This is an optimization exercise on Yosys and OpenROAD, whose aim is small area, a short achievable clock period and few clock cycles per item, not a production implementation. The RTL was checked by simulation tests, not by an equivalence proof against the original design. No activity file was given, so power comes from the tool's default toggle rates.

== old ==
Design apply_front, start of the top module:
module apply_front (
	input logic clk,
	input logic reset,
	input logic in_valid,
	output logic in_ready,
	input logic [3-1:0] in_id,
	input logic in_negate,
	input logic [1:0] in_op,
	input logic [16-1:0] in_f,
	input logic [16-1:0] in_g,
	output logic var_req_valid,
	input logic var_req_ready,
	output logic [16-2:0] var_req_node,
	input logic var_resp_valid,
	input logic [8-1:0] var_resp_var,
	input logic cfg_write,
	input logic [8-1:0] cfg_address,
	input logic [32-1:0] cfg_wdata,
	output logic out_valid,
	input logic out_ready,
	output logic [3-1:0] out_id,
	output logic out_negate,
	output logic [1:0] out_op,
	output logic [16-1:0] out_f,
	output logic [16-1:0] out_g,
	output logic out_hit,
	output logic [16-1:0] out_result,
	output logic [8-1:0] out_top,
	output logic out_fetch_f,
	output logic out_fetch_g,
	output logic out_quantify
);
clock: 5.5 ns
lec_check: 0
abc_clock_period_in_ps: 2500
cap_margin: 20
core_margin: 2
core_utilization: 40
setup_slack_margin: 3.0
slew_margin: 20
run.sh (not shown) runs the stock make flow with config.mk's settings and CLKGATE_MAP_FILE= SYNTH_SCRIPT=/design/flow/synth_recipe.tcl, a recipe that flattens the netlist after the stock synthesis.
old finished every step from synthesis to the final layout, and the layout passed the timing, design-rule and antenna checks.
Testbench counts of old, summed over its fixed seeds: cycles 9,777, items 4,000.
Changes in new relative to old:
- ABC_CLOCK_PERIOD_IN_PS removed (was 2500)
Final number of setup-violating endpoints: new vs old identical
Width of the die came out exactly the same in old and new.
Comparing old with new, the total area of multi-input combinational cells came out essentially unchanged.

========
apply_front, a different RTL version from the one above (not shown whole).
Size: about 2100 cells after synthesis, ~600 flip-flops, ~180 I/O pins.
==> flow/config.mk <==
export PLATFORM = sky130hd
export DESIGN_NAME = apply_front
export DESIGN_NICKNAME = apply_front
export VERILOG_FILES = /design/flow/design.v
export SDC_FILE = /design/flow/constraint.sdc
export NUM_CORES = 4
export LEC_CHECK = 0
export CAP_MARGIN = 20
export CORE_MARGIN = 2
export CORE_UTILIZATION = 40
export CTS_BUF_LIST = sky130_fd_sc_hd__clkbuf_8
export SETUP_SLACK_MARGIN = 3.15
export SLEW_MARGIN = 20
==> flow/constraint.sdc <==
create_clock -name core_clock -period 5.5 [get_ports {clk}]
set_input_delay 1.1000 -clock core_clock [delete_from_list [all_inputs] [get_ports {clk}]]
set_output_delay 1.1000 -clock core_clock [all_outputs]
set_load 0.01 [all_outputs]
standard.sh (not shown) runs the stock make flow with config.mk's settings and CLKGATE_MAP_FILE= SYNTH_SCRIPT=/design/flow/synth_recipe.tcl, a recipe that flattens the netlist after the stock synthesis.
==> flow/flow/run.sh <==
#!/bin/bash
# Layout flow: the standard flow, with plain buf_1 cells as the port
# buffers instead of the default choice. Everything else is unchanged.
set -euo pipefail
export BUFFER_PORTS_ARGS="-buffer_cell sky130_fd_sc_hd__buf_1"
bash standard.sh > standard_flow.log 2>&1
The first run passed the timing, design-rule and antenna checks.
Testbench counts at the start, summed over its fixed seeds: cycles 9,328, items 4,000.
Rerun with:
==> flow/run.sh (new file) <==
#!/bin/bash
# synth_recipe.tcl (not shown) runs the flow's synth.tcl, then flattens the netlist and writes it again
# the make line also repeats each setting of config.mk as NAME=value (left out here)
make -C /OpenROAD-flow-scripts/flow DESIGN_CONFIG=/design/flow/config.mk WORK_HOME=/design/flow/orfs CLKGATE_MAP_FILE= SYNTH_SCRIPT=/design/flow/synth_recipe.tcl finish
- SETUP_SLACK_MARGIN: 3.15 -> 3.3
removed: flow/flow/run.sh
removed: flow/standard.sh
What happened: Cell area rises by 5.1%; clock-buffer cell count rises by 1; worst setup slack got worse by 11 ps.
Rerun with:
- CTS_CLUSTER_DIAMETER: not set -> 60
- CTS_CLUSTER_SIZE: not set -> 16
- SETUP_SLACK_MARGIN: 3.3 -> 3.15
What happened: Non-clock buffer count came out lower by 35; via count went down by 3.5%; routed wire length drops by 4.7%; power fell by 14%; die area is unchanged; clock power falls by 38%.
Rerun with:
- CTS_CLUSTER_DIAMETER: 60 -> not set
- CTS_CLUSTER_SIZE: 16 -> not set
Outcome: The new run went through all stages and came out clean. Sequential cell count stays the same. Power goes up by roughly a tenth. Maximum frequency goes up slightly. Cell count goes up by a few percent. Via count goes up slightly. Design area goes up by a few percent. Die area is unchanged. Synthesized area does not change. First-iteration DRC count goes down slightly.

[what the ideal ports hide]
The flow's constraints put no driver on any port. The routed layouts listed below were extracted and timed again, unchanged, in two steps.
Step 1 sets driving cells, clkbuf_16 on the clock port and buf_2 on the other inputs (assumed; they add their load-dependent delay and slew).
Step 2, shift: input delay + t, output delay - t, t = (earliest + latest rising clock arrival at the registers) / 2. This alone moves slack from input paths to output paths.
Three values: no drivers, after step 1, after step 2; two values: the first two.
run | t, ns | setup slack, ns | slew at the worst register clock pin (ns)
old | 0.676 | 1.478 / 1.415 / 1.622 | 0.07 / 0.07
new | 0.676 | 1.478 / 1.415 / 1.622 | 0.07 / 0.07
the first run of note 2 | 0.779 | 3.061 / 2.998 / 2.252 | 0.07 / 0.07
the second run of note 2 | 0.750 | 3.050 / 3.025 / 2.311 | 0.07 / 0.07
the third run of note 2 | 0.707 | 3.025 / 3.005 / 2.353 | 0.11 / 0.11
the fourth run of note 2 | 0.760 | 3.060 / 2.999 / 2.302 | 0.07 / 0.07
After both steps every run listed still meets setup and hold. The setup slack of the first run of note 2, which loses most, moves by -0.063 ns with the drivers and by -0.809 ns with both steps.
